Source: an optimization exercise on an open RTL-to-GDS flow (aim: small area, a short achievable clock period and few clock cycles). Production flows keep margins and buffers that such runs may drop. Where RTL was checked, it was by simulation tests only, not by an equivalence proof against the original. No functional check of the RTL was part of runs 1 to 3 and 5. Power figures rest on the tool's default switching activity, not on a simulated workload.

<file path="flow/flow/run.sh">
#!/bin/bash
# Standard layout, with plain buf_1 cells as the port buffers.
set -euo pipefail
bash standard.sh BUFFER_PORTS_ARGS="-buffer_cell sky130_fd_sc_hd__buf_1" finish > make_finish.log 2>&1
</file>
<file path="flow/standard.sh">
#!/bin/bash
# synth_recipe.tcl (not shown) runs the flow's synth.tcl, then flattens the netlist and writes it again
# the make line also repeats each setting of config.mk as NAME=value (left out here)
make -C /OpenROAD-flow-scripts/flow DESIGN_CONFIG=/design/flow/config.mk WORK_HOME=/design/flow/orfs CLKGATE_MAP_FILE= SYNTH_SCRIPT=/design/flow/synth_recipe.tcl "${@:-finish}"
</file>
<file path="flow/config.mk">
export PLATFORM = sky130hd
export DESIGN_NAME = text_char_scanner_core
export DESIGN_NICKNAME = text_char_scanner_core
export VERILOG_FILES = /design/flow/design.v
export SDC_FILE = /design/flow/constraint.sdc
export NUM_CORES = 4
export LEC_CHECK = 0
export CAP_MARGIN = 20
export CORE_MARGIN = 2
export CORE_UTILIZATION = 40
export CTS_BUF_LIST = sky130_fd_sc_hd__clkbuf_4 sky130_fd_sc_hd__clkbuf_8
export SETUP_SLACK_MARGIN = 1.9
export SLEW_MARGIN = 20
</file>
<file path="flow/constraint.sdc">
create_clock -name core_clock -period 4.0 [get_ports {i_clk}]
set_input_delay 0.8000 -clock core_clock [delete_from_list [all_inputs] [get_ports {i_clk}]]
set_output_delay 0.8000 -clock core_clock [all_outputs]
set_load 0.01 [all_outputs]
</file>
<file path="flow/design.v">
package tcs_pkg;
    localparam int BYTE_W      = 8;
    localparam int LINE_W      = 20;
    localparam int COL_W       = 16;
    localparam int QUEUE_DEPTH = 4;
    localparam int QP_W        = 2;
    localparam int QC_W        = 3;
    localparam int RES_W       = 2 + BYTE_W + LINE_W + COL_W + 3 + 1;
    localparam int PAIR_W      = 2 * RES_W + 1;
    localparam logic [BYTE_W-1:0] C_NUL    = 8'h00;
    localparam logic [BYTE_W-1:0] C_TAB    = 8'h09;
    localparam logic [BYTE_W-1:0] C_LF     = 8'h0A;
    localparam logic [BYTE_W-1:0] C_CR     = 8'h0D;
    localparam logic [BYTE_W-1:0] C_SPACE  = 8'h20;
    localparam logic [BYTE_W-1:0] C_STAR   = 8'h2A;
    localparam logic [BYTE_W-1:0] C_SLASH  = 8'h2F;
    localparam logic [BYTE_W-1:0] C_DEL    = 8'h7F;
    localparam logic [BYTE_W-1:0] C_LEAD   = 8'hE2;
    localparam logic [BYTE_W-1:0] C_CONT80 = 8'h80;
    localparam logic [BYTE_W-1:0] C_EN     = 8'h93;
    localparam logic [BYTE_W-1:0] C_EM     = 8'h94;
    localparam logic [BYTE_W-1:0] C_APOS   = 8'h99;
    localparam logic [BYTE_W-1:0] C_LSQ    = 8'h98;
    localparam logic [BYTE_W-1:0] C_LDQ    = 8'h9C;
    localparam logic [BYTE_W-1:0] C_RDQ    = 8'h9D;
    typedef enum logic [1:0] {
        KIND_CHAR = 2'd0,
        KIND_END  = 2'd1,
        KIND_ERR  = 2'd2
    } t_kind;
    typedef enum logic [2:0] {
        ERR_NONE      = 3'd0,
        ERR_EN_DASH   = 3'd1,
        ERR_EM_DASH   = 3'd2,
        ERR_APOS      = 3'd3,
        ERR_QUOTE     = 3'd4,
        ERR_CONTROL   = 3'd5,
        ERR_OPEN_CMNT = 3'd6
    } t_err;
    typedef struct packed {
        t_kind             kind;
        logic [BYTE_W-1:0] char_out;
        logic [LINE_W-1:0] line_no;
        logic [COL_W-1:0]  column_no;
        t_err              error_code;
        logic              last;
    } t_result;
    typedef struct packed {
        logic    two;
        t_result first;
        t_result second;
    } t_pair;
    typedef struct packed {
        logic empty;
        logic full;
    } t_q_status;
endpackage
module text_char_scanner_core #(
    parameter int LINE_BITS   = 20,    
    parameter int COLUMN_BITS = 16,
    parameter int TAB_STOP    = 4
) (
    input  logic                       i_clk,
    input  logic                       i_rst_n,
    input  logic                       i_valid,
    input  logic [tcs_pkg::BYTE_W-1:0] i_byte,
    output logic                       o_ready,
    output logic                       o_valid,
    input  logic                       i_ready,
    output logic [1:0]                 o_kind,
    output logic [tcs_pkg::BYTE_W-1:0] o_char,
    output logic [tcs_pkg::LINE_W-1:0] o_line,
    output logic [tcs_pkg::COL_W-1:0]  o_col,
    output logic [2:0]                 o_code,
    output logic                       o_last
);
    localparam int K_NUL   = 0;    
    localparam int K_TAB   = 1;    
    localparam int K_LF    = 2;    
    localparam int K_CR    = 3;    
    localparam int K_STAR  = 4;    
    localparam int K_SLASH = 5;    
    localparam int K_LEAD  = 6;    
    localparam int K_C80   = 7;    
    localparam int K_CTL   = 8;    
    localparam int K_INC   = 9;    
    localparam int K_UERR  = 10;   
    localparam int NK      = 11;
    function automatic logic [NK-1:0] f_class(input logic [7:0] v);
        f_class          = '0;
        f_class[K_NUL]   = (v == 8'h00);
        f_class[K_TAB]   = (v == 8'h09);
        f_class[K_LF]    = (v == 8'h0A);
        f_class[K_CR]    = (v == 8'h0D);
        f_class[K_STAR]  = (v == 8'h2A);
        f_class[K_SLASH] = (v == 8'h2F);
        f_class[K_LEAD]  = (v == 8'hE2);
        f_class[K_C80]   = (v == 8'h80);
        f_class[K_CTL]   = ((v[7:5] == 3'b000) && v != 8'h00 && v != 8'h09
                            && v != 8'h0A && v != 8'h0D) || (v == 8'h7F);
        f_class[K_INC]   = (v[7] ? v[6] : (v[6] | v[5])) && (v != 8'h7F);
        case (v)
            8'h93, 8'h94, 8'h98, 8'h99, 8'h9C, 8'h9D: f_class[K_UERR] = 1'b1;
            default:                                  f_class[K_UERR] = 1'b0;
        endcase
    endfunction
    logic          r_iv;
    logic [7:0]    r_ib;
    logic [NK-1:0] r_k;       
    logic          r_sv;
    logic [7:0]    r_sb;
    logic        r_outv;      
    logic        r_olast;     
    logic        r_kerr;      
    logic        r_end;       
    logic [7:0]  r_ch;
    logic [19:0] r_line;
    logic [15:0] r_col;
    logic [2:0]  r_code;
    logic        r_mv_rst;    
    logic        r_mv_nl;     
    logic        r_mv_inc;    
    logic        r_mv_tab;    
    logic        r_cmt, r_star, r_slash, r_cr, r_lead, r_lead80, r_failed;
    logic        r_e2sat;     
    assign r_k = f_class(r_ib);
    function automatic logic [19:0] f_inc20(input logic [19:0] v);
        for (int i = 0; i < 20; i++)
            f_inc20[i] = v[i] ^ ((i == 0) ? 1'b1 : &(v | ~((20'd1 << i) - 20'd1)));
    endfunction
    function automatic logic [13:0] f_inc14(input logic [13:0] v, input logic ci);
        for (int i = 0; i < 14; i++)
            f_inc14[i] = v[i] ^ (ci & ((i == 0) ? 1'b1 : &(v | ~((14'd1 << i) - 14'd1))));
    endfunction
    function automatic logic [15:0] f_dec16(input logic [15:0] v);
        for (int i = 0; i < 16; i++)
            f_dec16[i] = v[i] ^ ((i == 0) ? 1'b1 : ~|(v & ((16'd1 << i) - 16'd1)));
    endfunction
    logic        line_max, hi_max, cin, col_sat;
    logic [13:0] hi_sum;
    logic [19:0] cur_line;
    logic [15:0] cur_col, lead_col;
    assign line_max = &r_line;
    assign hi_max   = &r_col[15:2];
    assign cin      = r_mv_inc ? (&r_col[1:0]) : (|r_col[1:0]);
    assign hi_sum   = f_inc14(r_col[15:2], cin);
    assign col_sat  = hi_max & cin;
    always_comb begin
        if (r_mv_rst)
            cur_line = 20'd1;
        else if (r_mv_nl && !line_max)
            cur_line = f_inc20(r_line);
        else
            cur_line = r_line;
        if (r_mv_rst || r_mv_nl)
            cur_col = 16'd1;
        else if (r_mv_inc || r_mv_tab)
            cur_col = col_sat ? 16'hFFFF
                              : {hi_sum, (r_mv_inc ? r_col[1:0] + 2'd1 : 2'd1)};
        else
            cur_col = r_col;
    end
    assign lead_col = r_e2sat ? r_col : f_dec16(r_col);
    logic consume, main_free;
    assign consume   = r_iv && (!r_outv || i_ready);
    assign main_free = !r_iv || consume;
    assign o_ready   = !r_sv;
    logic [2:0] ucode;
    logic       n_ov, n_end, n_err, n_uerr;
    logic [2:0] n_code;
    logic       n_cmt, n_star, n_slash, n_cr, n_lead, n_lead80, n_failed;
    always_comb begin
        case (r_ib)
            8'h93:                ucode = 3'd1;
            8'h94:                ucode = 3'd2;
            8'h99:                ucode = 3'd3;
            default:              ucode = 3'd4;
        endcase
    end
    always_comb begin
        n_ov     = 1'b0;
        n_end    = 1'b0;
        n_err    = 1'b0;
        n_uerr   = r_lead80 && r_k[K_UERR];
        n_code   = 3'd0;
        n_cmt    = r_cmt;
        n_star   = r_star;
        n_slash  = 1'b0;
        n_cr     = 1'b0;
        n_lead   = 1'b0;
        n_lead80 = 1'b0;
        n_failed = r_failed;
        if (r_failed) begin
        end else if (r_cr) begin
            if (r_k[K_LF]) begin
                n_star = 1'b0;
                n_ov   = !r_cmt;
            end else begin
                n_ov     = 1'b1;
                n_err    = 1'b1;
                n_code   = 3'd5;
                n_failed = 1'b1;
            end
        end else if (r_k[K_NUL]) begin
            n_ov   = 1'b1;
            n_end  = !r_cmt;
            n_err  = r_cmt;
            n_code = r_cmt ? 3'd6 : 3'd0;
        end else if (r_k[K_CR]) begin
            n_cr = 1'b1;
        end else if (n_uerr) begin
            n_ov     = 1'b1;
            n_err    = 1'b1;
            n_code   = ucode;
            n_failed = 1'b1;
        end else if (r_k[K_CTL]) begin
            n_ov     = 1'b1;
            n_err    = 1'b1;
            n_code   = 3'd5;
            n_failed = 1'b1;
        end else begin
            n_lead   = r_k[K_LEAD];
            n_lead80 = r_lead && r_k[K_C80];
            if (r_cmt) begin
                if (r_star && r_k[K_SLASH]) begin
                    n_cmt  = 1'b0;
                    n_star = 1'b0;
                end else begin
                    n_star = r_k[K_STAR];
                end
            end else if (r_slash && r_k[K_STAR]) begin
                n_cmt  = 1'b1;
                n_star = 1'b0;
            end else if (r_k[K_SLASH]) begin
                n_slash = 1'b1;
            end else begin
                n_ov = 1'b1;
            end
        end
        if (r_k[K_NUL]) begin
            n_cmt    = 1'b0;
            n_star   = 1'b0;
            n_failed = 1'b0;
        end
    end
    logic          iv_n, slash_n, ov_n, rel_n;
    logic [7:0]    in_b, ib_n;
    logic [NK-1:0] k_n;
    assign in_b = r_sv ? r_sb : i_byte;
    assign iv_n    = main_free ? (r_sv || i_valid) : r_iv;
    assign ib_n    = main_free ? in_b : r_ib;
    assign k_n     = f_class(ib_n);
    assign slash_n = consume ? n_slash : r_slash;
    assign ov_n    = consume ? n_ov : (r_outv && !i_ready);
    assign rel_n   = iv_n && slash_n && !k_n[K_STAR];
    always_ff @(posedge i_clk) begin
        if (!i_rst_n) begin
            r_iv     <= 1'b0;
            r_sv     <= 1'b0;
            r_outv   <= 1'b0;
            r_mv_rst <= 1'b1;
            r_mv_nl  <= 1'b0;
            r_mv_inc <= 1'b0;
            r_mv_tab <= 1'b0;
            r_cmt    <= 1'b0;
            r_star   <= 1'b0;
            r_slash  <= 1'b0;
            r_cr     <= 1'b0;
            r_lead   <= 1'b0;
            r_lead80 <= 1'b0;
            r_failed <= 1'b0;
        end else begin
            r_iv   <= iv_n;
            r_sv   <= !main_free && (r_sv || i_valid);
            r_outv <= ov_n || rel_n;
            r_slash <= slash_n;
            if (consume) begin
                r_mv_rst <= r_k[K_NUL];
                r_mv_nl  <= r_k[K_LF];
                r_mv_inc <= r_k[K_INC];
                r_mv_tab <= r_k[K_TAB];
                r_cmt    <= n_cmt;
                r_star   <= n_star;
                r_cr     <= n_cr;
                r_lead   <= n_lead;
                r_lead80 <= n_lead80;
                r_failed <= n_failed;
            end
        end
    end
    always_ff @(posedge i_clk) begin
        r_ib    <= ib_n;
        if (!r_sv)
            r_sb <= i_byte;
        r_olast <= !rel_n || k_n[K_SLASH] || k_n[K_CR];
        if (consume) begin
            r_ch    <= n_err ? 8'h00 : r_ib;
            r_line  <= cur_line;
            r_col   <= n_uerr ? lead_col : cur_col;
            r_end   <= n_end;
            r_kerr  <= n_err;
            r_code  <= n_code;
            r_e2sat <= &r_col;
        end
    end
    assign o_valid = r_outv;
    assign o_kind  = {r_kerr, r_end};
    assign o_char  = r_ch;
    assign o_line  = r_line;
    assign o_col   = r_col;
    assign o_code  = r_code;
    assign o_last  = r_olast;
endmodule
</file>
==> PnR_summary.wiki, run 1 <==
{| class="wikitable"
! Metric !! Value
|-
| DRC || 0
|-
| Fin. Hold Viols || 0
|-
| Worst Path Arrival || 2.38 ns
|-
| Number of antenna diodes || 0
|-
| Cell leakage power || 1.861 nW
|-
| Clock transition at the registers of the reported paths || 0.09 ns
|-
| Tmin final || 2.283 ns
|-
| TritonCTS clock tree || done
|-
| Clock tree buffer depth || 2
|-
| Via count of the first global-routing pass || 3,422
|-
| Most frequent cells after synthesis || 50 x sky130_fd_sc_hd__edfxtp_1, 35 x sky130_fd_sc_hd__nor2_1, 31 x sky130_fd_sc_hd__dfxtp_1, 30 x sky130_fd_sc_hd__nand2_1, 20 x sky130_fd_sc_hd__a21oi_1
|-
| Die footprint || 11,830 um^2
|-
| Register bit total from synthesis || 81
|-
| Antenna violations before repair || 0
|-
| Maximum number of pins on one net before global-route repair || 25
|-
| Worst-Margin Slew || 0.6066 ns
|-
| Count leader, synth || sky130_fd_sc_hd__edfxtp_1
|-
| Max-capacitance violation count || 0
|-
| Maximum operating frequency || 0.4380 GHz
|-
| Net count of the finished layout || 536
|-
| Result of the run || timing/DRC/antenna clean
|-
| Overall overflow remaining after global route || 0
|-
| Final weighted congestion of routability-driven global placement || 0.8479
|-
| Number of failing setup endpoints in the final timing report || 0
|-
| Path category of the worst min-delay check || reg2reg
|-
| Number of flops mapped to enable cells by yosys || 50
|-
| Routed Antenna Nets || 0
|-
| Relative area change from synthesis to final layout || 24.81%
|-
| Syn_area_per_cell || 10.24 um^2
|-
| Total nets after synthesis || 452
|-
| H-tree levels || 3
|-
| Largest cells by area after synthesis || sky130_fd_sc_hd__edfxtp_1 34%, sky130_fd_sc_hd__dfxtp_1 14%, sky130_fd_sc_hd__mux2_2 4.1%
|-
| Cell area after synthesis || 4392 um^2
|-
| Fraction of layout cells with a size suffix above 1 || 0.2510
|-
| Gate count after technology mapping || 429
|-
| HPWL Detailed || 6954 um
|-
| Commonest register cell after synthesis || sky130_fd_sc_hd__edfxtp_1
|-
| Port bufs || 63
|-
| Count of vias placed by the detailed router || 3,686
|-
| Wire length of the first global-routing pass || 17,190 um
|-
| Setup clock skew after layout || 0.008666 ns
|-
| Core Region || 10,790 um^2
|-
| Period utilization || 0.5708
|-
| Worst hold slack across all endpoints || 0.4818 ns
|-
| Fillers || 994
|-
| Starting Density || 0.4069
|-
| Number of warnings printed during yosys synthesis || 1
|-
| Maximum fanout along the worst path || 3
|-
| Type of origin of the critical path || flop
|-
| Die X || 108.8 um
|-
| Sink Count || 81
|-
| Ports || 64
|-
| Share of power burned in registers || 0.566
|-
| Clock latency of the later-clocked register in the worst-skew pair || 0.35 ns
|-
| Wire per inst || 16.57 um
|-
| Gr usage total || 0.1855
|-
| Total clock buffers created by CTS || 9
|-
| Peak supply drop || 193.5 uV
|-
| Accumulated negative setup slack || 0 ns
|-
| Clock root buffer || sky130_fd_sc_hd__clkbuf_8
|-
| Internal Dissipation || 1.260 mW
|-
| Count of different cell masters after synthesis || 66
|-
| Routed Wire Length || 10,910 um
|-
| Fraction of synthesized cell area taken by the top area cell type || 0.3419
|-
| Part of the power in combinational logic || 0.114
|-
| Relative slew slack || 0.5956
|-
| Category of the critical setup timing path || reg2reg
|-
| Sequential fraction of the synthesis area || 0.4832
|-
| Switching share of power || 0.2700
|-
| Chip height || 108.8 um
|-
| Routed vias/inst || 5.602
|-
| Clk pwr share || 0.321
|-
| Post-synthesis async set-or-reset flop share || 0
|-
| Post-synthesis cell type with the largest combined area || sky130_fd_sc_hd__edfxtp_1
|-
| Utilization after layout || 0.5079
|-
| Psw || 0.4660 mW
|-
| First-pass detailed-route iteration total || 4
|-
| Core Rows || 38
|-
| Worst Path Required || 4.09 ns
|-
| Drt first-iter violations || 343
|-
| Sum of internal, switching and leakage power || 1.726 mW
|-
| Unrepaired setup endpoints after global routing || yes
|-
| Final Max Tran Viols || 0
|-
| Crit. End Element || flop
|-
| Power per Cell Area || 314.8 nW/um^2
|}
-- power groups by stage --
| stage | sequential, mW | combinational, mW | clock [mW] |
|---|---|---|---|
| detailed placement | 0.992 | 0.164 | 0 |
| global route | 0.983 | 0.216 | 0.600 |
| floorplan | 0.985 | 0.120 | 0 |
| global placement | 0.988 | 0.162 | 0 |
| CTS | 0.975 | 0.181 | 0.566 |
| finish | 0.977 | 0.196 | 0.553 |
-- path summary, 6_finish.rpt --
kind / from / to / slack, ns / cells past startpoint
setup reg to reg: r_col[0] / r_col[15] / 1.72 / 8
hold reg to reg: r_mv_tab / r_mv_tab / 0.48 / 2
hold / removal: r_mv_tab / r_mv_tab / 0.48 / 2
setup / recovery: r_col[0] / r_col[15] / 1.72 / 8
-- layout make-up --
cell class,count,area [um^2],area share
flip-flops and latches,81,2140,0.3903
multi-input cells,315,2449,0.4467
well taps,140,175.2,0.03196
clock buffers,11,145.1,0.02648
repair buffers,92,486.7,0.08879
inverters,14,55.05,0.01004
clock inverters,5,31.28,0.005706
-- sequential cells by signal (all words and copies together) (netlist names), 3 cells and up --
signal	cells
r_ch	8
r_code	3
r_col	16
r_ib	8
r_line	20
r_sb	8
-- kinds of logic after synthesis --
kind of cell / share of synthesized area
and+or+nand+nor: 0.2111
AOI/OAI and AO/OA: 0.1493
adders and majority gates: 0.03134
xor gates and xnor gates: 0.03590
buffers and inverters: 0.03675
DFF: 0.4832
muxes: 0.05242
-- worst max-delay path, cell delays in order (launching register included) --
cell and delay, ns:
sky130_fd_sc_hd__edfxtp_1 0.41, sky130_fd_sc_hd__inv_2 0.09, sky130_fd_sc_hd__ha_4 0.14, sky130_fd_sc_hd__nor3b_4 0.27, sky130_fd_sc_hd__nand4_4 0.11, sky130_fd_sc_hd__or4_4 0.43
sky130_fd_sc_hd__or3_4 0.35, sky130_fd_sc_hd__xor2_1 0.14, sky130_fd_sc_hd__o22ai_1 0.10
-- layer usage --
| metal | vias up | track usage | routed length [um] |
|---|---|---|---|
| met5 | - | 0 | 0 |
| met4 | 0 | 0.05311 | 152 |
| met3 | 11 | 0.04124 | 562 |
| met2 | 110 | 0.2929 | 5093 |
| met1 | 1794 | 0.2563 | 5096 |
| li1 | 1771 | - | - |
-- stage by stage --
step                cell area (um^2)  worst slack [ns]  instances
floorplan                       4491             1.704        429
global placement                4775            0.8874        610
detailed placement              4775            0.7651        610
CTS                             5243             1.677        647
global route                    5482             1.630        658
finish                          5482             1.717        658
-- cells in the final DEF, fill, tap and decap left out, drive strengths merged, types with 3 or more instances in the layout --
cell type / Yosys / layout
mux2i: 5 / 5
and3: 8 / 8
a221oi: 4 / 4
inv: 13 / 14
nor2: 36 / 36
buf: 10 / 92
a21boi: 8 / 8
nand3: 12 / 12
nor4: 4 / 4
or4: 4 / 4
mux2: 16 / 16
nand4: 7 / 7
nor3: 13 / 13
o21ai: 17 / 17
a21o: 3 / 3
o22ai: 5 / 6
clkinv: 1 / 4
xnor2: 12 / 12
nand2b: 6 / 6
a211oi: 4 / 4
nor2b: 18 / 18
o21a: 4 / 7
nor3b: 3 / 3
edfxtp: 50 / 50
nor4b: 6 / 6
nand2: 30 / 30
and2: 7 / 7
xor2: 6 / 6
a21oi: 20 / 20
a31oi: 10 / 10
or3: 7 / 7
dfxtp: 31 / 31
ha: 11 / 11
clkbuf: 13 / 11
-- what timing repair did --
action	4_1_cts	5_1_grt
hold buffers	0	0
cloned	2	2
resized for setup	30	34
pin swaps	12	15
endpoints found under the setup margin	67	67
buffers inserted	19	9
==> run 2: changes to the inputs <==
--- a/flow/config.mk
+++ b/flow/config.mk
@@ -10,4 +10,4 @@
 export CORE_UTILIZATION = 40
 export CTS_BUF_LIST = sky130_fd_sc_hd__clkbuf_4 sky130_fd_sc_hd__clkbuf_8
-export SETUP_SLACK_MARGIN = 1.9
+export SETUP_SLACK_MARGIN = 1.5
 export SLEW_MARGIN = 20
==> run 2 against run 1 <==
Against the previous run: highest routed layer unchanged; register-to-register slack got worse by 0.13 ns; non-clock buffer count fell by 16; global-route usage fell by 0.85 points; largest cell class unchanged; critical path depth did not move; flip-flop and latch count did not move; total power rose by 4.5%; wire length fell by 8.1%; final cell count fell by 3.0%.
==> PnR_summary.wiki, run 2 <==
{| class="wikitable"
! Metric !! Value
|-
| Count of vias placed by the detailed router || 3,488 (-5.4%)
|-
| Worst-Margin Slew || 0.7501 ns (+0.1435 ns)
|-
| H-tree levels || 3 (unchanged)
|-
| Post-Synth XOR/XNOR Area || 0.03590 (unchanged)
|-
| Tmin final || 2.414 ns (+0.1311 ns)
|-
| Post-synthesis async set-or-reset flop share || 0 (unchanged)
|-
| Total nets after synthesis || 452 (unchanged)
|-
| Max-capacitance violation count || 0 (unchanged)
|-
| Largest cells by area after synthesis || sky130_fd_sc_hd__edfxtp_1 34%, sky130_fd_sc_hd__dfxtp_1 14%, sky130_fd_sc_hd__mux2_2 4.1%
|-
| List of cells traversed by the critical path || inv_1, ha_2, nor3b_4, nand4_4, or4_4, or3_4, xor2_1, o22ai_1
|-
| Type of origin of the critical path || flop
|-
| Relative area change from synthesis to final layout || 15.87%
|-
| First-pass detailed-route iteration total || 4 (unchanged)
|-
| Maximum operating frequency || 0.4142 GHz (-5.4%)
|-
| Total clock buffers created by CTS || 9 (unchanged)
|-
| Core Region || 10,790 um^2 (unchanged)
|-
| Register bit total from synthesis || 81 (unchanged)
|-
| Number of warnings printed during yosys synthesis || 1 (unchanged)
|-
| Wire per inst || 15.70 um (-5.3%)
|-
| Peak supply drop || 190.0 uV (-1.8%)
|-
| Cell area after synthesis || 4392 um^2 (unchanged)
|-
| TritonCTS clock tree || done
|-
| Routed Antenna Nets || 0 (unchanged)
|-
| Worst hold slack across all endpoints || 0.4916 ns (+0.009799 ns)
|-
| Routed vias/inst || 5.467 (-2.4%)
|-
| Post-synthesis adder-cell area fraction || 0.03134 (unchanged)
|-
| Port bufs || 63 (unchanged)
|-
| Crit. End Element || flop
|-
| Drt first-iter violations || 290 (-15%)
|-
| Sink Count || 81 (unchanged)
|-
| Count leader, synth || sky130_fd_sc_hd__edfxtp_1
|-
| Maximum number of pins on one net before global-route repair || 24 (-4.0%)
|-
| Fillers || 1,048 (+5.4%)
|-
| Number of flops mapped to enable cells by yosys || 50 (unchanged)
|-
| Syn_area_per_cell || 10.24 um^2 (unchanged)
|-
| Fin. Hold Viols || 0 (unchanged)
|-
| Core Rows || 38 (unchanged)
|-
| Relative slew slack || 0.4969 (-0.09867)
|-
| Commonest register cell after synthesis || sky130_fd_sc_hd__edfxtp_1
|-
| Worst-path cell with the longest stage delay || sky130_fd_sc_hd__edfxtp_1
|-
| Number of antenna diodes || 0 (unchanged)
|-
| Clk pwr share || 0.366 (+0.045)
|-
| Synthesized-area fraction occupied by ao, oa, aoi and oai cells || 0.1493 (unchanged)
|-
| Clock root buffer || sky130_fd_sc_hd__clkbuf_8
|-
| Count of different cell masters after synthesis || 66 (unchanged)
|-
| Largest delay share family, worst path || simple AND/OR/NAND/NOR gates
|-
| Die footprint || 11,830 um^2 (unchanged)
|-
| Net count of the finished layout || 516 (-3.7%)
|-
| Utilization after layout || 0.4715 (-0.03640)
|-
| Sequential fraction of the synthesis area || 0.4832 (unchanged)
|-
| Number of failing setup endpoints in the final timing report || 0 (unchanged)
|-
| Clock transition at the registers of the reported paths || 0.09 ns (about the same)
|-
| Path category of the worst min-delay check || reg2reg
|-
| Mux contribution to synthesized area || 0.05242 (unchanged)
|-
| Psw || 0.4487 mW (-3.7%)
|-
| Most frequent cells after synthesis || 50 x sky130_fd_sc_hd__edfxtp_1, 35 x sky130_fd_sc_hd__nor2_1, 31 x sky130_fd_sc_hd__dfxtp_1, 30 x sky130_fd_sc_hd__nand2_1, 20 x sky130_fd_sc_hd__a21oi_1
|-
| Clock tree buffer depth || 2 (unchanged)
|-
| Synth Area in Simple Gates || 0.2111 (unchanged)
|-
| Power per Cell Area || 354.3 nW/um^2 (+13%)
|-
| Number of buffer and inverter instances along the worst setup path || 1 (unchanged)
|-
| Overall overflow remaining after global route || 0 (unchanged)
|-
| Accumulated negative setup slack || 0 ns (unchanged)
|-
| Post-synthesis cell type with the largest combined area || sky130_fd_sc_hd__edfxtp_1
|-
| Fraction of synthesized cell area taken by the top area cell type || 0.3419 (unchanged)
|-
| Sum of internal, switching and leakage power || 1.803 mW (+4.5%)
|-
| Internal Dissipation || 1.354 mW (+7.5%)
|-
| Maximum fanout along the worst path || 4 (+1)
|-
| Switching share of power || 0.2489 (-0.02114)
|-
| Via count of the first global-routing pass || 3,255 (-4.9%)
|-
| Fraction of layout cells with a size suffix above 1 || 0.1345 (-0.1164)
|-
| Wire length of the first global-routing pass || 16,330 um (-5.0%)
|-
| Starting Density || 0.4069 (unchanged)
|-
| Antenna violations before repair || 0 (unchanged)
|-
| Clock latency of the later-clocked register in the worst-skew pair || 0.36 ns (about the same)
|-
| Result of the run || timing/DRC/antenna clean
|-
| Worst Path Required || 4.10 ns (about the same)
|-
| Gate count after technology mapping || 429 (unchanged)
|-
| Routed Wire Length || 10,020 um (-8.1%)
|-
| Period utilization || 0.6036 (+0.03277)
|-
| Category of the critical setup timing path || reg2reg
|-
| Ports || 64 (unchanged)
|-
| Die X || 108.8 um (unchanged)
|-
| Maximum single-stage delay on the critical path || 0.44 ns (about the same)
|-
| Max reg flops || 20 (unchanged)
|-
| Most frequent standard cell in the layout excluding fill and tap cells || sky130_fd_sc_hd__buf_1
|-
| Final weighted congestion of routability-driven global placement || 0.8973 (+5.8%)
|-
| Gr usage total || 0.1770 (-0.008517)
|-
| HPWL Detailed || 6889 um (-0.93%)
|-
| Setup clock skew after layout || 0.008356 ns (-0.0003106 ns)
|-
| Dominant combinational cell family by area after synthesis || simple AND/OR/NAND/NOR gates
|-
| Part of the power in combinational logic || 0.097 (-0.017)
|-
| Chip height || 108.8 um (unchanged)
|-
| Largest register by flop count || r_line
|-
| Largest registers ranked by flip-flop count || r_line x20, r_col x16
|-
| Final Max Tran Viols || 0 (unchanged)
|-
| Unrepaired setup endpoints after global routing || yes
|-
| Most used cells in the layout excluding fill and tap cells || 63 x sky130_fd_sc_hd__buf_1, 50 x sky130_fd_sc_hd__edfxtp_1, 35 x sky130_fd_sc_hd__nor2_1, 31 x sky130_fd_sc_hd__dfxtp_1, 30 x sky130_fd_sc_hd__nand2_1
|-
| DRC || 0 (unchanged)
|-
| Cell leakage power || 1.730 nW (-7.0%)
|-
| Worst Path Arrival || 2.51 ns (+0.13 ns)
|-
| Share of power burned in registers || 0.537 (-0.029)
|}
[run 2: cell count changes in the layout (fill, tap and decap cells not counted), sizes merged]
| cell | previous run | this run |
|---|---|---|
| o22ai | 6 | 5 |
| clkinv | 4 | 5 |
| clkinvlp | 1 | 0 |
| inv | 14 | 13 |
| clkbuf | 11 | 10 |
| bufinv | 0 | 2 |
| o21a | 7 | 4 |
| buf | 92 | 76 |
[run 2: final cells by class]
cell class,count,area [um^2],share of cell area
repair buffers,76,346.6,0.06811
flip-flops and latches,81,2122,0.4170
inverters,14,53.80,0.01057
well taps,140,175.2,0.03442
multi-input cells,311,2177,0.4278
clock inverters,6,82.58,0.01623
clock buffers,10,131.4,0.02582
[run 2: path summary, 6_finish.rpt]
kind,endpoint,slack [ns],depth (start not counted),start
setup reg to reg,r_col[15],1.59,8,r_col[0]
hold reg to reg,r_mv_tab,0.49,2,r_mv_tab
hold / removal,r_mv_tab,0.49,2,r_mv_tab
setup / recovery,r_col[15],1.59,8,r_col[0]
[run 2: repair_timing]
item,4_1_cts,5_1_grt
hold buffers,0,0
setup buffers,2,6
setup endpoints to repair,36,37
pin swaps,1,2
gates cloned,0,0
resized for setup,1,10
[run 2: stage by stage]
stage	instance area [um^2]	cells	worst slack [ns]
6_report	5089	638	1.586
5_1_grt	5089	638	1.443
4_1_cts	4994	632	1.512
3_5_place_dp	4751	614	1.304
3_3_place_gp	4751	614	1.366
2_1_floorplan	4410	429	1.537
[run 2: logic make-up after synthesis]
| group | Yosys count |
|---|---|
| adder cells (fa/ha/maj) | 11 |
| AND/OR/NAND/NOR | 166 |
| XOR/XNOR | 18 |
| multiplexers | 21 |
| AO/OA/AOI/OAI | 95 |
| flip-flops | 81 |
| buffers and inverters | 37 |
[run 2: power groups by stage]
stage                     logic, mW  clock network [mW]  registers, mW
after floorplan               0.113                   0          0.985
after global placement        0.164                   0          0.985
after detailed placement      0.165                   0          0.988
after CTS                     0.171               0.673          0.968
after global routing          0.195               0.707          0.976
final                         0.174               0.660          0.969
[run 2: worst min-delay path: stages (launching register included)]
cell and delay (ns):
sky130_fd_sc_hd__dfxtp_1 0.32, sky130_fd_sc_hd__nand2_1 0.05, sky130_fd_sc_hd__a21boi_0 0.07
[run 2: layer usage]
| layer | track usage | up-vias | wire length [um] |
|---|---|---|---|
| li1 | - | 1720 | - |
| met2 | 0.2661 | 79 | 4582 |
| met1 | 0.2482 | 1679 | 4880 |
| met5 | 0 | - | 0 |
| met4 | 0.05678 | 0 | 124 |
| met3 | 0.04722 | 10 | 431 |
==> run 3: changes to the inputs <==
--- a/flow/design.v
+++ b/flow/design.v
@@ -125,7 +125,7 @@
     logic        r_e2sat;     
     assign r_k = f_class(r_ib);
-    function automatic logic [19:0] f_inc20(input logic [19:0] v);
+    function automatic logic [19:0] f_sinc20(input logic [19:0] v);
         for (int i = 0; i < 20; i++)
-            f_inc20[i] = v[i] ^ ((i == 0) ? 1'b1 : &(v | ~((20'd1 << i) - 20'd1)));
+            f_sinc20[i] = (v[i] ^ ((i == 0) ? 1'b1 : &(v | ~((20'd1 << i) - 20'd1)))) | (&v);
     endfunction
     function automatic logic [13:0] f_inc14(input logic [13:0] v, input logic ci);
@@ -137,9 +137,8 @@
             f_dec16[i] = v[i] ^ ((i == 0) ? 1'b1 : ~|(v & ((16'd1 << i) - 16'd1)));
     endfunction
-    logic        line_max, hi_max, cin, col_sat;
+    logic        hi_max, cin, col_sat;
     logic [13:0] hi_sum;
     logic [19:0] cur_line;
     logic [15:0] cur_col, lead_col;
-    assign line_max = &r_line;
     assign hi_max   = &r_col[15:2];
     assign cin      = r_mv_inc ? (&r_col[1:0]) : (|r_col[1:0]);
@@ -149,6 +148,6 @@
         if (r_mv_rst)
             cur_line = 20'd1;
-        else if (r_mv_nl && !line_max)
-            cur_line = f_inc20(r_line);
+        else if (r_mv_nl)
+            cur_line = f_sinc20(r_line);
         else
             cur_line = r_line;
@@ -157,5 +156,5 @@
         else if (r_mv_inc || r_mv_tab)
             cur_col = col_sat ? 16'hFFFF
-                              : {hi_sum, (r_mv_inc ? r_col[1:0] + 2'd1 : 2'd1)};
+                              : {hi_sum, (r_mv_inc ? {r_col[1] ^ r_col[0], !r_col[0]} : 2'd1)};
         else
             cur_col = r_col;
--- a/flow/config.mk
+++ b/flow/config.mk
@@ -10,4 +10,4 @@
 export CORE_UTILIZATION = 40
 export CTS_BUF_LIST = sky130_fd_sc_hd__clkbuf_4 sky130_fd_sc_hd__clkbuf_8
-export SETUP_SLACK_MARGIN = 1.5
+export SETUP_SLACK_MARGIN = 1.9
 export SLEW_MARGIN = 20
==> run 3 against run 2 <==
Against the previous run: utilization is 3.4 points higher; via count is 5.8% higher; flip-flop and latch count stayed put; setup slack better by 0.34 ns; critical endpoint is now r_line[6]; sequential share of layout area is 3.1 points lower; maximum frequency is 17% higher; clock-buffer cell count is 1 higher; first-iteration DRC count is 16% lower; non-clock buffer count is 18 higher; largest cell class unchanged.
==> PnR_summary.wiki, run 3 <==
{| class="wikitable"
! Metric !! Value
|-
| Die X || 110.1 um (+1.2%)
|-
| H-tree levels || 3 (unchanged)
|-
| Power per Cell Area || 339.4 nW/um^2 (-4.2%)
|-
| Total clock buffers created by CTS || 9 (unchanged)
|-
| Ports || 64 (unchanged)
|-
| Number of antenna diodes || 0 (unchanged)
|-
| Clock transition at the registers of the reported paths || 0.08 ns (about the same)
|-
| Utilization after layout || 0.5058 (+0.03435)
|-
| Gr usage total || 0.1757 (-0.001336)
|-
| Maximum operating frequency || 0.4828 GHz (+17%)
|-
| Worst hold slack across all endpoints || 0.4768 ns (-0.01487 ns)
|-
| Post-synthesis async set-or-reset flop share || 0 (unchanged)
|-
| Antenna violations before repair || 0 (unchanged)
|-
| Number of flops mapped to enable cells by yosys || 50 (unchanged)
|-
| Die footprint || 12,130 um^2 (+2.5%)
|-
| Hold path depth || 2 (unchanged)
|-
| Gate count after technology mapping || 445 (+3.7%)
|-
| Fraction of layout cells with a size suffix above 1 || 0.2396 (+0.1051)
|-
| Most frequent cells after synthesis || 50 x sky130_fd_sc_hd__edfxtp_1, 41 x sky130_fd_sc_hd__nor2_1, 31 x sky130_fd_sc_hd__dfxtp_1, 31 x sky130_fd_sc_hd__nand2_1, 21 x sky130_fd_sc_hd__inv_1
|-
| Wire per inst || 15.45 um (-1.6%)
|-
| Period utilization || 0.5178 (-0.08580)
|-
| Fin. Hold Viols || 0 (unchanged)
|-
| Post-synthesis cell type with the largest combined area || sky130_fd_sc_hd__edfxtp_1
|-
| HPWL Detailed || 6899 um (+0.14%)
|-
| Category of the critical setup timing path || reg2reg
|-
| Routed Wire Length || 10,350 um (+3.3%)
|-
| Number of failing setup endpoints in the final timing report || 0 (unchanged)
|-
| Clock latency of the later-clocked register in the worst-skew pair || 0.36 ns (about the same)
|-
| Worst Path Arrival || 2.30 ns (-0.21 ns)
|-
| Maximum fanout along the worst path || 6 (+2)
|-
| Net count of the finished layout || 548 (+6.2%)
|-
| Max-capacitance violation count || 0 (unchanged)
|-
| TritonCTS clock tree || done
|-
| DRC || 0 (unchanged)
|-
| Cell leakage power || 1.966 nW (+14%)
|-
| Most used cells in the layout excluding fill and tap cells || 63 x sky130_fd_sc_hd__buf_1, 50 x sky130_fd_sc_hd__edfxtp_1, 37 x sky130_fd_sc_hd__nor2_1, 27 x sky130_fd_sc_hd__nand2_1, 25 x sky130_fd_sc_hd__buf_4
|-
| Via count of the first global-routing pass || 3,374 (+3.7%)
|-
| Count leader, synth || sky130_fd_sc_hd__edfxtp_1
|-
| Accumulated negative setup slack || 0 ns (unchanged)
|-
| Maximum number of pins on one net before global-route repair || 23 (-4.2%)
|-
| R2R Path End || r_line[6]
|-
| Overall overflow remaining after global route || 0 (unchanged)
|-
| Most frequent standard cell in the layout excluding fill and tap cells || sky130_fd_sc_hd__buf_1
|-
| Core Rows || 38 (unchanged)
|-
| Peak supply drop || 147.6 uV (-22%)
|-
| Worst-Margin Slew || 0.6161 ns (-0.1340 ns)
|-
| Count of different cell masters after synthesis || 80 (+21%)
|-
| Worst flop-to-flop path startpoint || r_line[0]
|-
| Fraction of synthesized cell area taken by the top area cell type || 0.3333 (-0.008547)
|-
| Tmin final || 2.071 ns (-0.3432 ns)
|-
| Core Region || 10,940 um^2 (+1.3%)
|-
| Setup clock skew after layout || 0.01276 ns (+0.004404 ns)
|-
| Commonest register cell after synthesis || sky130_fd_sc_hd__edfxtp_1
|-
| Type of origin of the critical path || flop
|-
| Sequential fraction of the synthesis area || 0.4711 (-0.01208)
|-
| Max reg flops || 20 (unchanged)
|-
| Sink Count || 81 (unchanged)
|-
| Clock root buffer || sky130_fd_sc_hd__clkbuf_8
|-
| Number of buffers added to fix hold violations after cts || 0 (unchanged)
|-
| Hold Path Sink || r_sb[3]
|-
| Result of the run || timing/DRC/antenna clean
|-
| Routed vias/inst || 5.509 (+0.77%)
|-
| Crit. End Element || flop
|-
| Largest register by flop count || r_line
|-
| Relative area change from synthesis to final layout || 22.81%
|-
| Chip height || 110.1 um (+1.2%)
|-
| Routed Antenna Nets || 0 (unchanged)
|-
| Reg2Reg Depth || 8 (unchanged)
|-
| Drt first-iter violations || 245 (-16%)
|-
| First-pass detailed-route iteration total || 5 (+1)
|-
| Final weighted congestion of routability-driven global placement || 0.8520 (-5.0%)
|-
| Clock tree buffer depth || 2 (unchanged)
|-
| Syn_area_per_cell || 10.12 um^2 (-1.1%)
|-
| Path category of the worst min-delay check || reg2reg
|-
| Number of warnings printed during yosys synthesis || 1 (unchanged)
|-
| Relative slew slack || 0.5893 (+0.09235)
|-
| Largest cells by area after synthesis || sky130_fd_sc_hd__edfxtp_1 33%, sky130_fd_sc_hd__dfxtp_1 14%, sky130_fd_sc_hd__nor2_1 3.4%
|-
| Final Max Tran Viols || 0 (unchanged)
|-
| Count of vias placed by the detailed router || 3,691 (+5.8%)
|-
| Worst reg2reg setup slack || 1.93 ns (+0.34 ns)
|-
| Worst hold path startpoint || r_sb[3]
|-
| Worst Path Required || 4.22 ns (+0.12 ns)
|-
| Wire length of the first global-routing pass || 16,700 um (+2.2%)
|-
| Port bufs || 63 (unchanged)
|-
| Largest registers ranked by flip-flop count || r_line x20, r_col x16
|-
| Total nets after synthesis || 468 (+3.5%)
|-
| Unrepaired setup endpoints after global routing || yes
|-
| Register bit total from synthesis || 81 (unchanged)
|-
| Starting Density || 0.4119 (+0.004990)
|-
| Cell area after synthesis || 4504 um^2 (+2.6%)
|}
[run 3: cell count changes in the layout (fill, tap and decap cells not counted), moves of 5 or more]
| cell | delta |
|---|---|
| sky130_fd_sc_hd__o21ai_1 | +8 |
| sky130_fd_sc_hd__a21oi_2 | +14 |
| sky130_fd_sc_hd__buf_4 | +13 |
| sky130_fd_sc_hd__inv_1 | +5 |
| sky130_fd_sc_hd__mux2_2 | -7 |
| sky130_fd_sc_hd__nor2b_1 | -7 |
| sky130_fd_sc_hd__a21oi_1 | -10 |
| sky130_fd_sc_hd__dfxtp_1 | -7 |
| sky130_fd_sc_hd__nor4b_1 | -5 |
| sky130_fd_sc_hd__dfxtp_2 | +5 |
[run 3: repair_timing]
item | in CTS | in global routing
buffers inserted | 18 | 11
resized for setup | 15 | 31
endpoints found under the setup margin | 64 | 51
gates cloned | 0 | 1
pin swaps | 7 | 7
hold endpoints to repair | 0 | 0
[run 3: cells by family (layout without fill, tap and decap cells)]
family / count (synthesis) / count (layout) / synth area share
muxes: 11 / 11 / 0.02695
AOI/OAI and AO/OA: 108 / 108 / 0.1761
and+or+nand+nor: 174 / 174 / 0.2214
xor gates and xnor gates: 14 / 14 / 0.02722
buffers and inverters: 46 / 131 / 0.04667
adders and majority gates: 11 / 11 / 0.03056
DFF: 81 / 81 / 0.4711
[run 3: cell type report]
type | instances | area, um^2
fillers | 1057 | 5404
clock buffers | 11 | 151.4
inverters | 21 | 82.58
flip-flops and latches | 81 | 2136
clock inverters | 5 | 83.83
well taps | 140 | 175.2
repair buffers | 94 | 531.8
multi-input cells | 318 | 2371
[run 3: worst max-delay path by stage]
stage	startpoint	endpoint	cells after the start
after floorplan	i_ready	r_star	7
after global placement	i_ready	r_star	8
after detailed placement	i_ready	r_outv	8
after CTS	r_col[1]	r_col[15]	7
after global routing	r_line[0]	r_line[8]	8
final	r_line[0]	r_line[6]	8
[run 3: through the flow]
| stage | worst slack [ns] | area (um^2) | instances | power (mW) |
|---|---|---|---|---|
| 2_1_floorplan | 1.895 | 4583 | 445 | 1.118 |
| 3_3_place_gp | 1.227 | 4848 | 624 | 1.163 |
| 3_5_place_dp | 1.085 | 4848 | 624 | 1.169 |
| 4_1_cts | 1.901 | 5295 | 658 | 1.884 |
| 5_1_grt | 1.824 | 5532 | 670 | 1.964 |
| 6_report | 1.929 | 5532 | 670 | 1.878 |
[run 3: power breakdown]
group          internal [mW]  leakage (nW)  switching [mW]
clock                  0.391         0.121           0.315
sequential             0.930         0.730          0.0474
combinational         0.0792          1.11           0.115
total                   1.40          1.97           0.478
[run 3: critical path, cell delays in order (launching register included)]
cell,delay (ns)
sky130_fd_sc_hd__edfxtp_1,0.41
sky130_fd_sc_hd__ha_2,0.21
sky130_fd_sc_hd__and3_4,0.21
sky130_fd_sc_hd__nand4_4,0.14
sky130_fd_sc_hd__nor3_4,0.25
sky130_fd_sc_hd__and3_4,0.24
sky130_fd_sc_hd__nand4_4,0.16
sky130_fd_sc_hd__clkbuf_16,0.22
sky130_fd_sc_hd__a21oi_4,0.10
[run 3: per-layer routing]
layer / track usage / share of wire / routed length (um)
met3: 0.04762 / 0.056 / 582
met1: 0.2426 / 0.46 / 4787
met4: 0.05625 / 0.012 / 126
met2: 0.2677 / 0.47 / 4854
met5: 0 / 0 / 0
==> run 4: changes to the inputs <==
--- a/flow/design.v
+++ b/flow/design.v
@@ -108,6 +108,4 @@
     logic [7:0]    r_ib;
     logic [NK-1:0] r_k;       
-    logic          r_sv;
-    logic [7:0]    r_sb;
     logic        r_outv;      
     logic        r_olast;     
@@ -164,5 +162,5 @@
     assign consume   = r_iv && (!r_outv || i_ready);
     assign main_free = !r_iv || consume;
-    assign o_ready   = !r_sv;
+    assign o_ready   = main_free;
     logic [2:0] ucode;
     logic       n_ov, n_end, n_err, n_uerr;
@@ -246,6 +244,6 @@
     logic [7:0]    in_b, ib_n;
     logic [NK-1:0] k_n;
-    assign in_b = r_sv ? r_sb : i_byte;
-    assign iv_n    = main_free ? (r_sv || i_valid) : r_iv;
+    assign in_b = i_byte;
+    assign iv_n    = main_free ? i_valid : r_iv;
     assign ib_n    = main_free ? in_b : r_ib;
     assign k_n     = f_class(ib_n);
@@ -256,5 +254,4 @@
         if (!i_rst_n) begin
             r_iv     <= 1'b0;
-            r_sv     <= 1'b0;
             r_outv   <= 1'b0;
             r_mv_rst <= 1'b1;
@@ -271,5 +268,4 @@
         end else begin
             r_iv   <= iv_n;
-            r_sv   <= !main_free && (r_sv || i_valid);
             r_outv <= ov_n || rel_n;
             r_slash <= slash_n;
@@ -290,6 +286,4 @@
     always_ff @(posedge i_clk) begin
         r_ib    <= ib_n;
-        if (!r_sv)
-            r_sb <= i_byte;
         r_olast <= !rel_n || k_n[K_SLASH] || k_n[K_CR];
         if (consume) begin
--- a/flow/config.mk
+++ b/flow/config.mk
@@ -10,4 +10,4 @@
 export CORE_UTILIZATION = 40
 export CTS_BUF_LIST = sky130_fd_sc_hd__clkbuf_4 sky130_fd_sc_hd__clkbuf_8
-export SETUP_SLACK_MARGIN = 1.9
+export SETUP_SLACK_MARGIN = 1.8
 export SLEW_MARGIN = 20
==> run 4 against run 3 <==
Against the previous run: still clean on timing, DRC and antenna; synthesized cell count is 5.4% lower; utilization is 0.45 points higher; clock-buffer cell count fell by 2; register-to-register slack worse by 0.15 ns; flip-flop and latch count fell by 9; clock skew about the same; total power down 3.7%; non-clock buffer count decreased by 6; hold slack better by 0.011 ns; cell area shrank 9.4%; setup slack got worse by 0.15 ns; largest cell class unchanged.
==> PnR_summary.wiki, run 4 <==
{| class="wikitable"
! Metric !! Value
|-
| Clk pwr share || 0.424 (+0.048)
|-
| First-pass detailed-route iteration total || 5 (unchanged)
|-
| Part of the power in combinational logic || 0.095 (-0.009)
|-
| Final Max Tran Viols || 0 (unchanged)
|-
| Internal Dissipation || 1.380 mW (-1.4%)
|-
| Overall overflow remaining after global route || 0 (unchanged)
|-
| Maximum operating frequency || 0.4501 GHz (-6.8%)
|-
| Syn_area_per_cell || 9.662 um^2 (-4.5%)
|-
| Die X || 104.8 um (-4.8%)
|-
| Tmin final || 2.222 ns (+0.1507 ns)
|-
| Die footprint || 10,990 um^2 (-9.4%)
|-
| Routed vias/inst || 5.418 (-1.7%)
|-
| TritonCTS clock tree || done
|-
| Most frequent standard cell in the layout excluding fill and tap cells || sky130_fd_sc_hd__buf_1
|-
| Via count of the first global-routing pass || 3,199 (-5.2%)
|-
| Worst Path Arrival || 2.31 ns (about the same)
|-
| Core Rows || 36 (-5.3%)
|-
| Max reg flops || 20 (unchanged)
|-
| Result of the run || timing/DRC/antenna clean
|-
| Cell area after synthesis || 4068 um^2 (-9.7%)
|-
| Path category of the worst min-delay check || reg2reg
|-
| Most frequent cells after synthesis || 50 x sky130_fd_sc_hd__edfxtp_1, 39 x sky130_fd_sc_hd__nand2_1, 33 x sky130_fd_sc_hd__a21oi_1, 31 x sky130_fd_sc_hd__nor2_1, 22 x sky130_fd_sc_hd__dfxtp_1
|-
| Wire per inst || 15.08 um (-2.4%)
|-
| Unrepaired setup endpoints after global routing || yes
|-
| R2R Path End || r_col[15]
|-
| Drt first-iter violations || 167 (-32%)
|-
| Largest cells by area after synthesis || sky130_fd_sc_hd__edfxtp_1 37%, sky130_fd_sc_hd__dfxtp_1 11%, sky130_fd_sc_hd__a21oi_1 4.1%
|-
| Ports || 64 (unchanged)
|-
| Fraction of synthesized cell area taken by the top area cell type || 0.3691 (+0.03578)
|-
| Utilization after layout || 0.5103 (+0.004486)
|-
| Clock transition at the registers of the reported paths || 0.09 ns (about the same)
|-
| Period utilization || 0.5555 (+0.03767)
|-
| Type of origin of the critical path || flop
|-
| Count leader, synth || sky130_fd_sc_hd__edfxtp_1
|-
| Relative area change from synthesis to final layout || 23.19%
|-
| Chip height || 104.8 um (-4.8%)
|-
| Switching share of power || 0.2367 (-0.01773)
|-
| Worst reg2reg setup slack || 1.78 ns (-0.15 ns)
|-
| Psw || 0.4278 mW (-10%)
|-
| Fin cells || 639 (-4.6%)
|-
| Gr usage total || 0.1733 (-0.002357)
|-
| Register bit total from synthesis || 72 (-11%)
|-
| Maximum single-stage delay on the critical path || 0.40 ns (about the same)
|-
| Category of the critical setup timing path || reg2reg
|-
| Worst hold slack across all endpoints || 0.4873 ns (+0.01051 ns)
|-
| Maximum number of pins on one net before global-route repair || 23 (unchanged)
|-
| Worst-path cell with the longest stage delay || sky130_fd_sc_hd__or3_4
|-
| Timing startpoint of the critical path || r_col[1]
|-
| Number of failing setup endpoints in the final timing report || 0 (unchanged)
|-
| Sequential fraction of the synthesis area || 0.4774 (+0.006280)
|-
| Worst-Margin Slew || 0.8705 ns (+0.2544 ns)
|-
| Fraction of layout cells with a size suffix above 1 || 0.1660 (-0.07361)
|-
| Final weighted congestion of routability-driven global placement || 0.8464 (-0.66%)
|-
| Share of power burned in registers || 0.481 (-0.040)
|-
| Worst flop-to-flop path startpoint || r_col[1]
|-
| Total clock buffers created by CTS || 9 (unchanged)
|-
| Total nets after synthesis || 444 (-5.1%)
|-
| Fillers || 976 (-7.7%)
|-
| Largest register by flop count || r_line
|-
| HPWL Detailed || 6495 um (-5.8%)
|-
| Commonest register cell after synthesis || sky130_fd_sc_hd__edfxtp_1
|-
| DRC || 0 (unchanged)
|-
| Power per Cell Area || 360.7 nW/um^2 (+6.3%)
|-
| Routed Wire Length || 9635 um (-6.9%)
|-
| Peak supply drop || 188.8 uV (+28%)
|-
| Most used cells in the layout excluding fill and tap cells || 63 x sky130_fd_sc_hd__buf_1, 50 x sky130_fd_sc_hd__edfxtp_1, 38 x sky130_fd_sc_hd__nand2_1, 31 x sky130_fd_sc_hd__a21oi_1, 29 x sky130_fd_sc_hd__nor2_1
|-
| Cell leakage power || 1.808 nW (-8.0%)
|-
| Fin. Hold Viols || 0 (unchanged)
|-
| Timing endpoint of the critical path || r_col[15]
|-
| Antenna violations before repair || 0 (unchanged)
|-
| Maximum fanout along the worst path || 4 (-2)
|-
| Number of warnings printed during yosys synthesis || 1 (unchanged)
|-
| Worst Path Required || 4.09 ns (-0.13 ns)
|-
| Number of flops mapped to enable cells by yosys || 50 (unchanged)
|-
| Crit. End Element || flop
|-
| List of cells traversed by the critical path || inv_1, ha_2, nor3b_4, nand4_1, or3_4, nor4_4, nand3b_1, o311ai_0
|-
| Starting Density || 0.4142 (+0.002346)
|-
| Count of vias placed by the detailed router || 3,462 (-6.2%)
|-
| Post-synthesis async set-or-reset flop share || 0 (unchanged)
|-
| H-tree levels || 3 (unchanged)
|-
| Sink Count || 72 (-11%)
|-
| Accumulated negative setup slack || 0 ns (unchanged)
|-
| Gate count after technology mapping || 421 (-5.4%)
|-
| Post-synthesis cell type with the largest combined area || sky130_fd_sc_hd__edfxtp_1
|-
| Net count of the finished layout || 524 (-4.4%)
|-
| Routed Antenna Nets || 0 (unchanged)
|-
| Sequential cell area || 1948 um^2 (-8.8%)
|-
| Wire length of the first global-routing pass || 15,610 um (-6.5%)
|-
| Setup clock skew after layout || 0.01250 ns (-0.0002579 ns)
|-
| Clock root buffer || sky130_fd_sc_hd__clkbuf_8
|-
| Placed cell count || 599 (-4.0%)
|-
| Multi-input gate area || 2117 um^2 (-11%)
|-
| Number of antenna diodes || 0 (unchanged)
|-
| Largest registers ranked by flip-flop count || r_line x20, r_col x16
|-
| Reg2Reg Depth || 8 (unchanged)
|-
| Clock tree buffer depth || 2 (unchanged)
|-
| Clock latency of the later-clocked register in the worst-skew pair || 0.35 ns (about the same)
|-
| Relative slew slack || 0.4175 (-0.1717)
|-
| Max-capacitance violation count || 0 (unchanged)
|-
| Count of different cell masters after synthesis || 61 (-24%)
|-
| Number of buffers added to fix hold violations after cts || 0 (unchanged)
|-
| Port bufs || 63 (unchanged)
|-
| Core Region || 9819 um^2 (-10%)
|}
-- run 4: changes by cell type after synthesis, sizes merged, moves of 6 or more --
cell / previous run / this run
nand2: 32 / 39
dfxtp: 31 / 22
a21oi: 26 / 33
a31oi: 10 / 4
nor2: 44 / 32
buf: 16 / 9
nand4: 12 / 6
and2: 8 / 15
-- run 4: worst min-delay path by stage --
stage                 start  endpoint  slack, ns  depth (start not counted)
finish              r_mv_nl   r_mv_nl       0.49                          2
global route        r_mv_nl   r_mv_nl       0.52                          2
CTS                 r_mv_nl   r_mv_nl       0.50                          2
detailed placement  r_mv_nl   r_mv_nl       0.48                          2
global placement    r_mv_nl   r_mv_nl       0.48                          2
floorplan           r_mv_nl   r_mv_nl       0.45                          2
-- run 4: metrics by stage --
stage,area (um^2),power (mW),worst slack [ns]
3_3_place_gp,4412,1.036,1.282
4_1_cts,4855,1.810,1.753
3_5_place_dp,4412,1.038,1.260
2_1_floorplan,4111,0.9889,1.801
5_1_grt,5011,1.876,1.628
6_report,5011,1.808,1.778
-- run 4: repair_timing --
action / CTS / global route
setup endpoints to repair: 60 / 56
gates resized for setup: 14 / 19
pin swaps: 4 / 9
buffers inserted: 13 / 10
gates cloned: 0 / 1
-- run 4: layer usage --
layer | up-vias | share of wire | track usage | wire, um
met5 | - | 0 | 0 | 0
met4 | 0 | 0.015 | 0.06476 | 148
met3 | 12 | 0.046 | 0.03743 | 444
met2 | 85 | 0.46 | 0.2616 | 4420
met1 | 1645 | 0.48 | 0.2438 | 4621
li1 | 1720 | - | - | -
-- run 4: worst max-delay path, delay by kind of cell, from the launching register on --
kind	cells	cell delay, ns
DFF	1	0.39
AOI/OAI and AO/OA	1	0.13
and+or+nand+nor	5	1.19
adders and majority gates	1	0.18
buffers and inverters	1	0.07
-- run 4: layout make-up --
class                           count  share of cell area
Multi-Input combinational cell    310              0.4225
Sequential cell                    72              0.3888
Timing Repair Buffer               88             0.08714
Tap cell                          133             0.03321
Clock inverter                      7             0.02871
Clock buffer                        9             0.02472
Inverter                           20             0.01498
-- run 4: cells by family after synthesis --
logic type,share of synthesized area
AO/OA/AOI/OAI,0.1587
XOR/XNOR,0.03876
AND/OR/NAND/NOR,0.2310
buffers and inverters,0.04153
multiplexers,0.01876
flip-flops,0.4774
adder cells (fa/ha/maj),0.03384
-- run 4: power by group through the flow --
| stage | combinational, mW | sequential, mW | clock, mW |
|---|---|---|---|
| global route | 0.190 | 0.876 | 0.810 |
| finish | 0.171 | 0.870 | 0.767 |
| detailed placement | 0.150 | 0.888 | 0 |
| floorplan | 0.103 | 0.886 | 0 |
| global placement | 0.149 | 0.887 | 0 |
| CTS | 0.163 | 0.869 | 0.777 |
Testbench counts of run 4, summed over its fixed seeds: cycles 33,905.
==> run 5: changes to the inputs <==
--- a/flow/design.v
+++ b/flow/design.v
@@ -108,4 +108,5 @@
     logic [7:0]    r_ib;
     logic [NK-1:0] r_k;       
+    logic        r_busy;      
     logic        r_outv;      
     logic        r_olast;     
@@ -162,5 +163,5 @@
     assign consume   = r_iv && (!r_outv || i_ready);
     assign main_free = !r_iv || consume;
-    assign o_ready   = main_free;
+    assign o_ready   = !r_busy || i_ready;
     logic [2:0] ucode;
     logic       n_ov, n_end, n_err, n_uerr;
@@ -255,4 +256,5 @@
             r_iv     <= 1'b0;
             r_outv   <= 1'b0;
+            r_busy   <= 1'b0;
             r_mv_rst <= 1'b1;
             r_mv_nl  <= 1'b0;
@@ -269,4 +271,5 @@
             r_iv   <= iv_n;
             r_outv <= ov_n || rel_n;
+            r_busy <= iv_n && (ov_n || rel_n);
             r_slash <= slash_n;
             if (consume) begin
--- a/flow/config.mk
+++ b/flow/config.mk
@@ -10,4 +10,4 @@
 export CORE_UTILIZATION = 40
 export CTS_BUF_LIST = sky130_fd_sc_hd__clkbuf_4 sky130_fd_sc_hd__clkbuf_8
-export SETUP_SLACK_MARGIN = 1.8
+export SETUP_SLACK_MARGIN = 1.9
 export SLEW_MARGIN = 20
==> run 5 against run 4 <==
Against the previous run: critical path type unchanged; cell area increased by 5.3%; die area is 4.3% higher; critical endpoint unchanged; clock skew is 0.00056 ns higher; combinational power is 6% higher; highest routed layer unchanged.
==> PnR_summary.wiki, run 5 <==
{| class="wikitable"
! Metric !! Value
|-
| Result of the run || timing/DRC/antenna clean
|-
| Maximum single-stage delay on the critical path || 0.45 ns (+0.05 ns)
|-
| Count leader, synth || sky130_fd_sc_hd__nand2_1
|-
| Gr usage total || 0.1894 (+0.01606)
|-
| Clock latency of the later-clocked register in the worst-skew pair || 0.36 ns (about the same)
|-
| Core Rows || 37 (+2.8%)
|-
| Chip height || 107.1 um (+2.1%)
|-
| Unrepaired setup endpoints after global routing || yes
|-
| Post-synthesis async set-or-reset flop share || 0 (unchanged)
|-
| Clock tree buffer depth || 2 (unchanged)
|-
| List of cells traversed by the critical path || inv_1, ha_2, nor3b_4, nand4_4, or4_4, or3_4, nand3_2, o311ai_2
|-
| Tmin final || 2.278 ns (+0.05635 ns)
|-
| First-pass detailed-route iteration total || 5 (unchanged)
|-
| Worst Path Required || 4.10 ns (about the same)
|-
| Routed Wire Length || 10,660 um (+11%)
|-
| Syn_area_per_cell || 9.567 um^2 (-0.98%)
|-
| Fraction of synthesized cell area taken by the top area cell type || 0.3535 (-0.01566)
|-
| Wire length of the first global-routing pass || 17,460 um (+12%)
|-
| Drt first-iter violations || 193 (+16%)
|-
| Fin. Hold Viols || 0 (unchanged)
|-
| DRC || 0 (unchanged)
|-
| Total nets after synthesis || 467 (+5.2%)
|-
| Relative area change from synthesis to final layout || 24.18%
|-
| Maximum number of pins on one net before global-route repair || 25 (+8.7%)
|-
| Overall overflow remaining after global route || 0 (unchanged)
|-
| Number of failing setup endpoints in the final timing report || 0 (unchanged)
|-
| Category of the critical setup timing path || reg2reg
|-
| R2R Path End || r_col[15]
|-
| Die X || 107.1 um (+2.1%)
|-
| Maximum operating frequency || 0.4390 GHz (-2.5%)
|-
| Ports || 64 (unchanged)
|-
| Net count of the finished layout || 551 (+5.2%)
|-
| Accumulated negative setup slack || 0 ns (unchanged)
|-
| Number of buffers added to fix hold violations after cts || 0 (unchanged)
|-
| Count of vias placed by the detailed router || 3,704 (+7.0%)
|-
| Total clock buffers created by CTS || 9 (unchanged)
|-
| Routed vias/inst || 5.537 (+2.2%)
|-
| Gate count after technology mapping || 444 (+5.5%)
|-
| Path category of the worst min-delay check || reg2reg
|-
| Most frequent standard cell in the layout excluding fill and tap cells || sky130_fd_sc_hd__buf_1
|-
| Core Region || 10,320 um^2 (+5.1%)
|-
| Peak supply drop || 185.3 uV (-1.9%)
|-
| Largest cells by area after synthesis || sky130_fd_sc_hd__edfxtp_1 35%, sky130_fd_sc_hd__dfxtp_1 11%, sky130_fd_sc_hd__nand2_1 5.2%
|-
| Worst hold slack across all endpoints || 0.4926 ns (+0.005318 ns)
|-
| Crit. End Element || flop
|-
| Port bufs || 63 (unchanged)
|-
| Largest registers ranked by flip-flop count || r_line x20, r_col x16
|-
| Worst-path cell with the longest stage delay || sky130_fd_sc_hd__or4_4
|-
| H-tree levels || 3 (unchanged)
|-
| Most used cells in the layout excluding fill and tap cells || 63 x sky130_fd_sc_hd__buf_1, 58 x sky130_fd_sc_hd__nand2_1, 50 x sky130_fd_sc_hd__edfxtp_1, 31 x sky130_fd_sc_hd__buf_4, 30 x sky130_fd_sc_hd__nor2_1
|-
| Count of different cell masters after synthesis || 68 (+11%)
|-
| Reg2Reg Depth || 8 (unchanged)
|-
| Hold Path Sink || r_mv_nl
|-
| Worst Path Arrival || 2.38 ns (+0.07 ns)
|-
| Fraction of layout cells with a size suffix above 1 || 0.2120 (+0.04600)
|-
| Hold path depth || 2 (unchanged)
|-
| Fillers || 972 (-0.41%)
|-
| Max-capacitance violation count || 0 (unchanged)
|-
| Worst hold path startpoint || r_mv_nl
|-
| Relative slew slack || 0.5964 (+0.1789)
|-
| Via count of the first global-routing pass || 3,607 (+13%)
|-
| Sink Count || 73 (+1.4%)
|-
| Number of antenna diodes || 0 (unchanged)
|-
| Final worst setup slack || 1.722 ns (-0.05635 ns)
|-
| Largest register by flop count || r_line
|-
| Die footprint || 11,460 um^2 (+4.3%)
|-
| Worst-Margin Slew || 0.6031 ns (-0.2673 ns)
|-
| Final weighted congestion of routability-driven global placement || 0.8384 (-0.95%)
|-
| Type of origin of the critical path || flop
|-
| Antenna violations before repair || 0 (unchanged)
|-
| Most frequent cells after synthesis || 59 x sky130_fd_sc_hd__nand2_1, 50 x sky130_fd_sc_hd__edfxtp_1, 34 x sky130_fd_sc_hd__nor2_1, 29 x sky130_fd_sc_hd__a21oi_1, 23 x sky130_fd_sc_hd__dfxtp_1
|-
| Starting Density || 0.4115 (-0.002780)
|-
| Maximum fanout along the worst path || 3 (-1)
|-
| HPWL Detailed || 7203 um (+11%)
|-
| Cell area after synthesis || 4248 um^2 (+4.4%)
|-
| Sequential fraction of the synthesis area || 0.4619 (-0.01554)
|-
| Utilization after layout || 0.5110 (+0.0006470)
|-
| Routed Antenna Nets || 0 (unchanged)
|-
| Clock root buffer || sky130_fd_sc_hd__clkbuf_8
|-
| Power per Cell Area || 337.4 nW/um^2 (-6.5%)
|-
| Setup clock skew after layout || 0.01306 ns (+0.0005607 ns)
|-
| Number of warnings printed during yosys synthesis || 1 (unchanged)
|-
| Period utilization || 0.5695 (+0.01409)
|-
| Cell leakage power || 1.853 nW (+2.5%)
|-
| Number of flops mapped to enable cells by yosys || 50 (unchanged)
|-
| Final Max Tran Viols || 0 (unchanged)
|-
| Clock transition at the registers of the reported paths || 0.08 ns (about the same)
|-
| Post-synthesis cell type with the largest combined area || sky130_fd_sc_hd__edfxtp_1
|-
| Sum of internal, switching and leakage power || 1.780 mW (-1.5%)
|-
| TritonCTS clock tree || done
|-
| Worst reg2reg setup slack || 1.72 ns (-0.06 ns)
|-
| Commonest register cell after synthesis || sky130_fd_sc_hd__edfxtp_1
|-
| Pre-CTS setup slack || 1.269 ns (+0.009190 ns)
|-
| Worst flop-to-flop path startpoint || r_col[1]
|-
| Register bit total from synthesis || 73 (+1.4%)
|-
| Max reg flops || 20 (unchanged)
|-
| Wire per inst || 15.93 um (+5.6%)
|}
-- run 5: routing by layer --
metal  track usage  vias up  share of wire
li1              -     1806              -
met1        0.2459     1788           0.45
met2        0.3160       95           0.49
met3       0.03708       15          0.045
met4       0.06308        0          0.015
met5             0        -              0
-- run 5: repair_timing --
action                     4_1_cts  5_1_grt
setup endpoints to repair       83       74
gates cloned                     0        0
pin swaps                        9        7
gates resized for setup         28       15
setup buffers                   22       13
-- run 5: where the power goes --
group	internal [mW]	switching (mW)	total (mW)
clock	0.418	0.282	0.700
sequential	0.847	0.0509	0.898
combinational	0.0734	0.109	0.182
total	1.34	0.442	1.78
-- run 5: cells by family (layout without fill, tap and decap cells) --
group,after synthesis,in the layout,synth area share
adders and majority gates,11,11,0.03240
xor gates and xnor gates,17,17,0.03505
buffers and inverters,44,133,0.04742
AOI/OAI and AO/OA,106,106,0.1703
DFF,73,73,0.4619
muxes,3,3,0.007070
and+or+nand+nor,190,190,0.2460
-- run 5: critical path, delay by kind of cell (launching register included) --
family / cells / cell delay [ns]
buffers and inverters: 1 / 0.08
AOI/OAI and AO/OA: 1 / 0.09
adders and majority gates: 1 / 0.17
DFF: 1 / 0.41
and+or+nand+nor: 5 / 1.27
-- run 5: worst max-delay path by stage --
| stage | to | cells after the start | start |
|---|---|---|---|
| detailed placement | r_col[8] | 4 | r_ib[1] |
| floorplan | r_col[15] | 8 | r_col[0] |
| finish | r_col[15] | 8 | r_col[1] |
| global placement | r_col[8] | 4 | r_ib[1] |
| global route | r_col[15] | 8 | r_col[1] |
| CTS | r_col[15] | 8 | r_col[1] |
-- run 5: layout make-up --
cell class                      count  area (um^2)  share of cell area
Timing Repair Buffer               98        531.8              0.1008
Sequential cell                    73         1972              0.3738
Clock buffer                       10        131.4             0.02491
Tap cell                          136        170.2             0.03226
Clock inverter                      6        106.4             0.02016
Inverter                           19        75.07             0.01423
Multi-Input combinational cell    327         2288              0.4338
-- run 5: stage by stage --
stage	std cells	area, um^2
floorplan	444	4324
global placement	618	4578
detailed placement	618	4578
CTS	656	5122
global route	669	5275
finish	669	5275

## port drivers added, routing unchanged
No port has a modelled driver above. Below, the same layouts with a new extraction and two added sets of constraints. Step 1: set_driving_cell puts a clkbuf_16 on i_clk and a buf_2 on each other input, an assumption about the parent block. Step 2 times the ports against the registers' clock, not the clock port: input delays grow and output delays shrink by t, the midpoint of the rising clock arrivals with the driver on. Slacks: no drivers / after step 1 / after step 2; pairs: no drivers / after step 1.
run	t (ns)	setup slack, ns	worst setup path after step 2	worst data-port slew with drivers (ns)	cell pins on the clock port's net
run 1	0.381	1.717 / 1.717 / 1.692	input to register	0.03	1
run 2	0.391	1.586 / 1.586 / 1.305	input to register	0.03	1
run 3	0.394	1.929 / 1.929 / 1.642	input to register	0.04	1
run 4	0.375	1.778 / 1.778 / 1.639	input to register	0.04	1
run 5	0.383	1.722 / 1.722 / 1.607	input to register	0.03	1
After both steps every run listed still meets setup and hold. The setup slack of run 3, which loses most, moves by 0.000 ns with the drivers and by -0.287 ns with both steps.
